What follows belongs to an exercise in optimizing a design on an open flow for small area; a production flow would make more cautious choices. The RTL was checked by simulation tests, not by an equivalence proof against the original design. No driver is modelled on the clock port, so clocking that relies on it looks cheaper here than on a real chip. No activity file was given, so power comes from the tool's default toggle rates.

==> flow/design.v (excerpt) <==
module avc_sps_header_parser
(
    input  logic          clk,
    input  logic          rst_n,
    input  logic          in_valid,
    output logic          in_ready,
    input  logic [7:0]    in_data_byte,
    input  logic          in_last_byte,
    output logic          out_valid,
    input  logic          out_ready,
    output logic [2:0]    out_status,
    output logic [7:0]    out_profile,
    output logic [7:0]    out_compat,
    output logic [7:0]    out_level,
    output logic [2:0]    out_nal_length_size,
    output logic [7:0]    out_ref_frames,
    output logic [15:0]   out_pixel_width,
    output logic [15:0]   out_pixel_height
);
For scale: ~680 cells after synthesis, about 85 I/O pins, ~0.0070 mm^2 of cells after synthesis.
==> flow/config.mk <==
export PLATFORM = sky130hd
export DESIGN_NAME = avc_sps_header_parser
export DESIGN_NICKNAME = avc_sps_header_parser
export VERILOG_FILES = /design/flow/design.v
export SDC_FILE = /design/flow/constraint.sdc
export NUM_CORES = 4
export LEC_CHECK = 0
export CAP_MARGIN = 20
export CORE_MARGIN = 2
export CORE_UTILIZATION = 40
export SLEW_MARGIN = 20
==> flow/constraint.sdc <==
create_clock -name core_clock -period 20.0 [get_ports {clk}]
set_input_delay 4.0000 -clock core_clock [delete_from_list [all_inputs] [get_ports {clk}]]
set_output_delay 4.0000 -clock core_clock [all_outputs]
set_load 0.01 [all_outputs]
standard.sh (not shown) runs the stock make flow with config.mk's settings and CLKGATE_MAP_FILE= SYNTH_SCRIPT=/design/flow/synth_recipe.tcl, a recipe that flattens the netlist after the stock synthesis.
==> flow/flow/run.sh <==
#!/bin/bash
# Own layout flow: the standard flow (standard.sh) with two changes.
# 1. Synthesis is the standard flow's own synthesis script, except that ABC maps the
#    logic for area with its default script (no delay target, no buffering or
#    gate upsizing); registers and their names are untouched, since ABC runs
#    after the flip-flops are mapped.
# 2. The port buffers that global placement adds use the smallest buffer,
#    sky130_fd_sc_hd__buf_1, instead of the cell buffer_ports picks itself.
# Every tool's output goes to logs in this folder (run_*.log) and to ORFS's
# own logs under orfs/logs.
set -euo pipefail
W=$(pwd)

SYN=$(grep -o 'SYNTH_SCRIPT=[^ ]*' standard.sh | head -1 | cut -d= -f2-)
SYN=${SYN//\'/}
cat > "$W/area_synth.tcl" <<EOT
# ABC with its default script and without -constr / -D: area-oriented mapping
proc abc {args} {
  set keep {}
  set skip 0
  foreach a \$args {
    if {\$skip} { set skip 0; continue }
    if {\$a in {-script -constr -D}} { set skip 1; continue }
    lappend keep \$a
  }
  puts "area_synth abc: \$keep"
  yosys abc {*}\$keep
}
source $SYN
EOT

sed "s#SYNTH_SCRIPT=[^ ]*#SYNTH_SCRIPT=$W/area_synth.tcl#" standard.sh > "$W/area_standard.sh"
cp standard.sh run_standard_orig.sh.txt

export BUFFER_PORTS_ARGS="-buffer_cell sky130_fd_sc_hd__buf_1"
# clock tree: small clock buffers and no dummy loads
export CTS_ARGS="-sink_clustering_enable -repair_clock_nets -dont_use_dummy_load -buf_list {sky130_fd_sc_hd__clkbuf_4 sky130_fd_sc_hd__clkbuf_8}"
bash "$W/area_standard.sh" > "$W/run_make.log" 2>&1 || { tail -50 "$W/run_make.log"; exit 1; }
tail -5 "$W/run_make.log"
test -f "$W/out/final.def"
Rerun with:
--- a/flow/flow/run.sh
+++ b/flow/flow/run.sh
@@ -2,5 +2,7 @@
-# Own layout flow: the standard flow (standard.sh) with two changes.
-# 1. Synthesis is the standard flow's own synthesis script, except that ABC maps the
-#    logic for area with its default script (no delay target, no buffering or
-#    gate upsizing); registers and their names are untouched, since ABC runs
-#    after the flip-flops are mapped.
+# Own layout flow: the standard flow (standard.sh) with three changes.
+# 1. Synthesis is the standard flow's own synthesis script, except that ABC optimises
+#    and maps the logic for area (flow/area.abc: deepsyn, then area mapping;
+#    no delay target, no buffering or gate upsizing); registers and their
+#    names are untouched, since ABC runs after the flip-flops are mapped.
+#    Adders are not mapped to half / full adder cells first, so ABC optimises
+#    them with the rest of the logic.
@@ -8,0 +11 @@
+# 3. Clock tree synthesis uses clkbuf_8 and inserts no dummy loads.
@@ -17 +20 @@
-# ABC with its default script and without -constr / -D: area-oriented mapping
+# ABC with flow/area.abc and without -constr / -D: area-oriented mapping
@@ -25,0 +29 @@
+  set keep [concat [list -script $W/flow/area.abc] \$keep]
@@ -28,0 +33,2 @@
+# adders go to ABC as plain logic instead of fixed half / full adder cells
+set ::env(ADDER_MAP_FILE) ""
@@ -37 +43 @@
-export CTS_ARGS="-sink_clustering_enable -repair_clock_nets -dont_use_dummy_load -buf_list {sky130_fd_sc_hd__clkbuf_4 sky130_fd_sc_hd__clkbuf_8}"
+export CTS_ARGS="-sink_clustering_enable -repair_clock_nets -dont_use_dummy_load -buf_list sky130_fd_sc_hd__clkbuf_8"
==> flow/flow/area.abc (new file) <==
strash
&get -n
&deepsyn -T 60
&put
dch -f
map -a
topo
=>
- die area falls by 14%
- synthesized area falls by 15%
- worst setup slack is better by 2.1 ns
- total power drops by 11%
- global-route usage falls by 2.1 points
- maximum frequency came out higher by 18%
- design area came out lower by 14%
- register-to-register slack is better by 1.7 ns
- via count goes down by 17%

* * *

avc_sps_header_parser again, from the RTL that the note above started with.
==> flow/design.v (excerpt) <==
module avc_sps_header_parser
(
    input  logic          clk,
    input  logic          rst_n,
    input  logic          in_valid,
    output logic          in_ready,
    input  logic [7:0]    in_data_byte,
    input  logic          in_last_byte,
    output logic          out_valid,
    input  logic          out_ready,
    output logic [2:0]    out_status,
    output logic [7:0]    out_profile,
    output logic [7:0]    out_compat,
    output logic [7:0]    out_level,
    output logic [2:0]    out_nal_length_size,
    output logic [7:0]    out_ref_frames,
    output logic [15:0]   out_pixel_width,
    output logic [15:0]   out_pixel_height
);
clock: 20.0 ns
lec_check: 0
cap_margin: 20
core_margin: 2
core_utilization: 40
cts_buf_list: sky130_fd_sc_hd__clkbuf_8
slew_margin: 20
==> flow/flow/run.sh <==
#!/bin/bash
# Own layout flow: the standard flow (standard.sh) with two changes.
# 1. Synthesis is the standard flow's own synthesis script, except that ABC maps the
#    logic for area with its default script (no delay target, no buffering or
#    gate upsizing); registers and their names are untouched, since ABC runs
#    after the flip-flops are mapped.
# 2. The port buffers that global placement adds use the smallest buffer,
#    sky130_fd_sc_hd__buf_1, instead of the cell buffer_ports picks itself.
# Every tool's output goes to logs in this folder (run_*.log) and to ORFS's
# own logs under orfs/logs.
set -euo pipefail
W=$(pwd)

SYN=$(grep -o 'SYNTH_SCRIPT=[^ ]*' standard.sh | head -1 | cut -d= -f2-)
SYN=${SYN//\'/}
cat > "$W/area_synth.tcl" <<EOT
# ABC with its default script and without -constr / -D: area-oriented mapping
proc abc {args} {
  set keep {}
  set skip 0
  foreach a \$args {
    if {\$skip} { set skip 0; continue }
    if {\$a in {-script -constr -D}} { set skip 1; continue }
    lappend keep \$a
  }
  puts "area_synth abc: \$keep"
  yosys abc {*}\$keep
}
source $SYN
EOT

sed "s#SYNTH_SCRIPT=[^ ]*#SYNTH_SCRIPT=$W/area_synth.tcl#" standard.sh > "$W/area_standard.sh"
cp standard.sh run_standard_orig.sh.txt

export BUFFER_PORTS_ARGS="-buffer_cell sky130_fd_sc_hd__buf_1"
bash "$W/area_standard.sh" > "$W/run_make.log" 2>&1 || { tail -50 "$W/run_make.log"; exit 1; }
tail -5 "$W/run_make.log"
test -f "$W/out/final.def"
Next try:
--- a/flow/flow/run.sh
+++ b/flow/flow/run.sh
@@ -35,0 +36,2 @@
+# clock tree: small clock buffers and no dummy loads
+export CTS_ARGS="-sink_clustering_enable -repair_clock_nets -dont_use_dummy_load -buf_list sky130_fd_sc_hd__clkbuf_8"
--- a/flow/config.mk
+++ b/flow/config.mk
@@ -11 +10,0 @@
-export CTS_BUF_LIST = sky130_fd_sc_hd__clkbuf_8
Combinational power barely changes.
Wire length goes down by 1.1%.
Setup slack got worse by 6.1 ps.
Total power goes down by 6.6%.
Cell area goes down by 2.6%.
First-iteration DRC count goes down by 13%.
Register-to-register slack is about the same.
Final cell count goes down by 1.5%.
Next try:
--- a/flow/flow/run.sh
+++ b/flow/flow/run.sh
@@ -2,5 +2,5 @@
-# Own layout flow: the standard flow (standard.sh) with two changes.
-# 1. Synthesis is the standard flow's own synthesis script, except that ABC maps the
-#    logic for area with its default script (no delay target, no buffering or
-#    gate upsizing); registers and their names are untouched, since ABC runs
-#    after the flip-flops are mapped.
+# Own layout flow: the standard flow (standard.sh) with three changes.
+# 1. Synthesis is the standard flow's own synthesis script, except that ABC optimises
+#    and maps the logic for area (flow/area.abc: deepsyn, then area mapping;
+#    no delay target, no buffering or gate upsizing); registers and their
+#    names are untouched, since ABC runs after the flip-flops are mapped.
@@ -8,0 +9 @@
+# 3. Clock tree synthesis uses clkbuf_8 and inserts no dummy loads.
@@ -17 +18 @@
-# ABC with its default script and without -constr / -D: area-oriented mapping
+# ABC with flow/area.abc and without -constr / -D: area-oriented mapping
@@ -25,0 +27 @@
+  set keep [concat [list -script $W/flow/area.abc] \$keep]
==> flow/flow/area.abc (new file) <==
strash
&get -n
&deepsyn -T 60
&put
dch -f
map -a
topo
=>
- The new run passed the timing, DRC and antenna checks
- synthesized area drops by about 6%
- setup slack improved by 490 ps
- total power went down by 11%
- hold slack loses 3.2 ps
- critical path depth came out higher by 4
- final cell count is about the same
- non-clock buffer count drops by 3

* * *

avc_sps_header_parser, a different RTL version from the one above (not shown whole).
Size: ~580 cells after synthesis, roughly 140 flip-flops, about 85 I/O pins.
// avc_sps_header_parser
module avc_sps_header_parser
(
    input  logic          clk,
    input  logic          rst_n,
    input  logic          in_valid,
    output logic          in_ready,
    input  logic [7:0]    in_data_byte,
    input  logic          in_last_byte,
    output logic          out_valid,
    input  logic          out_ready,
    output logic [2:0]    out_status,
    output logic [7:0]    out_profile,
    output logic [7:0]    out_compat,
    output logic [7:0]    out_level,
    output logic [2:0]    out_nal_length_size,
    output logic [7:0]    out_ref_frames,
    output logic [15:0]   out_pixel_width,
    output logic [15:0]   out_pixel_height
);
    localparam logic [2:0] STS_OK          = 3'd0;
    localparam logic [2:0] STS_NO_SPS      = 3'd1;
    localparam logic [2:0] STS_NOT_SPS_NAL = 3'd2;
    localparam logic [2:0] STS_TRUNC       = 3'd3;
    localparam logic [2:0] STS_SCALING     = 3'd4;
    localparam logic [2:0] STS_GOLOMB      = 3'd5;
    localparam logic [2:0] STS_BAD_SIZE    = 3'd6;
    localparam logic [4:0] S_HDR    = 5'd0;
    localparam logic [4:0] S_ID     = 5'd1;
    localparam logic [4:0] S_CHROMA = 5'd2;
    localparam logic [4:0] S_SEP    = 5'd3;
    localparam logic [4:0] S_DEPL   = 5'd4;
    localparam logic [4:0] S_DEPC   = 5'd5;
    localparam logic [4:0] S_BYP    = 5'd6;
    localparam logic [4:0] S_MATRIX = 5'd7;
    localparam logic [4:0] S_LISTS  = 5'd8;
    localparam logic [4:0] S_LOG2   = 5'd9;
    localparam logic [4:0] S_POC    = 5'd10;
    localparam logic [4:0] S_POC1   = 5'd11;
    localparam logic [4:0] S_DELTA0 = 5'd12;
    localparam logic [4:0] S_OFFNR  = 5'd13;
    localparam logic [4:0] S_OFFTB  = 5'd14;
    localparam logic [4:0] S_CYCLE  = 5'd15;
    localparam logic [4:0] S_SKIP   = 5'd16;    
    localparam logic [4:0] S_REF    = 5'd17;
    localparam logic [4:0] S_GAPS   = 5'd18;
    localparam logic [4:0] S_W      = 5'd19;
    localparam logic [4:0] S_H      = 5'd20;
    localparam logic [4:0] S_FMO    = 5'd21;
    localparam logic [4:0] S_MBAFF  = 5'd22;
    localparam logic [4:0] S_DIRECT = 5'd23;
    localparam logic [4:0] S_CROPF  = 5'd24;
  ...
Settings: LEC_CHECK=0, CAP_MARGIN=20, CORE_MARGIN=2, CORE_UTILIZATION=40, SLEW_MARGIN=20; clock period 20.0 ns.
==> flow/flow/run.sh <==
#!/bin/bash
# Own layout flow: the standard flow (standard.sh) with three changes.
# 1. Synthesis is the standard flow's own synthesis script, except that ABC optimises
#    and maps the logic for area (flow/area.abc: deepsyn, then amap area mapping;
#    no delay target, no buffering or gate upsizing); registers and their
#    names are untouched, since ABC runs after the flip-flops are mapped.
#    Adders are not mapped to half / full adder cells first, so ABC optimises
#    them with the rest of the logic.
# 2. The port buffers that global placement adds use the smallest buffer,
#    sky130_fd_sc_hd__buf_1, instead of the cell buffer_ports picks itself.
# 3. Clock tree synthesis uses clkbuf_8 and inserts no dummy loads.
# Every tool's output goes to logs in this folder (run_*.log) and to ORFS's
# own logs under orfs/logs.
set -euo pipefail
W=$(pwd)

SYN=$(grep -o 'SYNTH_SCRIPT=[^ ]*' standard.sh | head -1 | cut -d= -f2-)
SYN=${SYN//\'/}
cat > "$W/area_synth.tcl" <<EOT
# ABC with flow/area.abc and without -constr / -D: area-oriented mapping
proc abc {args} {
  set keep {}
  set skip 0
  foreach a \$args {
    if {\$skip} { set skip 0; continue }
    if {\$a in {-script -constr -D}} { set skip 1; continue }
    lappend keep \$a
  }
  set keep [concat [list -script $W/flow/area.abc] \$keep]
  puts "area_synth abc: \$keep"
  yosys abc {*}\$keep
}
# adders go to ABC as plain logic instead of fixed half / full adder cells
set ::env(ADDER_MAP_FILE) ""
source $SYN
EOT

sed "s#SYNTH_SCRIPT=[^ ]*#SYNTH_SCRIPT=$W/area_synth.tcl#" standard.sh > "$W/area_standard.sh"
cp standard.sh run_standard_orig.sh.txt

export BUFFER_PORTS_ARGS="-buffer_cell sky130_fd_sc_hd__buf_1"
# clock tree: small clock buffers and no dummy loads
export CTS_ARGS="-sink_clustering_enable -repair_clock_nets -dont_use_dummy_load -buf_list sky130_fd_sc_hd__clkbuf_8"
bash "$W/area_standard.sh" > "$W/run_make.log" 2>&1 || { tail -50 "$W/run_make.log"; exit 1; }
tail -5 "$W/run_make.log"
test -f "$W/out/final.def"
==> flow/flow/area.abc <==
strash
&get -n
&deepsyn -T 60
&put
dch -f
amap
topo
==> next run, changes <==
--- a/flow/flow/run.sh
+++ b/flow/flow/run.sh
@@ -11 +11,2 @@
-# 3. Clock tree synthesis uses clkbuf_8 and inserts no dummy loads.
+# 3. Clock tree synthesis uses clkbuf_4 and inserts no dummy loads; clock
+#    buffers that drive 11 or more clock pins then become clkbuf_8.
@@ -43 +44,3 @@
-export CTS_ARGS="-sink_clustering_enable -repair_clock_nets -dont_use_dummy_load -buf_list sky130_fd_sc_hd__clkbuf_8"
+export CTS_ARGS="-sink_clustering_enable -repair_clock_nets -dont_use_dummy_load -buf_list sky130_fd_sc_hd__clkbuf_4"
+# a clock buffer with a large fanout is upsized after CTS (flow/post_cts.tcl)
+export POST_CTS_TCL="$W/flow/post_cts.tcl"
==> flow/flow/post_cts.tcl (new file) <==
set n_up 0
foreach inst [[ord::get_db_block] getInsts] {
  if {[[$inst getMaster] getName] ne "sky130_fd_sc_hd__clkbuf_4"} { continue }
  foreach it [$inst getITerms] {
    if {![$it isOutputSignal]} { continue }
    set net [$it getNet]
    if {$net eq "NULL"} { continue }
    set fanout [expr {[llength [$net getITerms]] - 1}]
    if {$fanout >= 11} {
      replace_cell [get_cells [$inst getName]] sky130_fd_sc_hd__clkbuf_8
      incr n_up
    }
  }
}
puts "post_cts: $n_up clock buffers upsized to clkbuf_8"
if {$n_up > 0} {
  detailed_placement
  check_placement -verbose
}
=>
- The new run completed without violations
- cell area is lower by 1.8%
- power fell by 42%
- sequential share of layout area grows by 1.0 points
- wire length is lower by 2.8%
- die area falls by 0.58%
- register-to-register slack degrades by 0.99 ns
- critical path depth shrinks by 4

afterwards: timing with drivers on the ports:
In the flow no input, the clock included, has a driving cell. The finished layouts below were timed again as built, in two steps.
Step 1: set_driving_cell puts a clkbuf_16 on clk and a buf_2 on each other input, an assumption about the parent block.
Step 2 times the ports against the registers' clock, not the clock port: input delays grow and output delays shrink by t, the midpoint of the rising clock arrivals with the driver on.
Slacks: ideal / step 1 / step 2; pairs: ideal / step 1.
| run | t, ns | setup slack, ns | worst setup path after step 2 |
|---|---|---|---|
| the first run of note 1 | 0.473 | 6.108 / 6.084 / 6.084 | input to output |
| the second run of note 1 | 0.471 | 8.254 / 8.228 / 8.228 | input to output |
| the first run of note 2 | 0.487 | 6.114 / 6.091 / 6.091 | input to output |
| the second run of note 2 | 0.473 | 6.108 / 6.084 / 6.084 | input to output |
| the third run of note 2 | 0.471 | 6.595 / 6.572 / 6.572 | input to output |
| the first run of note 3 | 0.467 | 9.629 / 9.608 / 9.608 | input to output |
| the second run of note 3 | 0.445 | 9.216 / 9.196 / 9.196 | input to output |
After both steps every run listed still meets setup and hold. The setup slack of the second run of note 1, which loses most, moves by -0.026 ns with the drivers and by -0.026 ns with both steps.
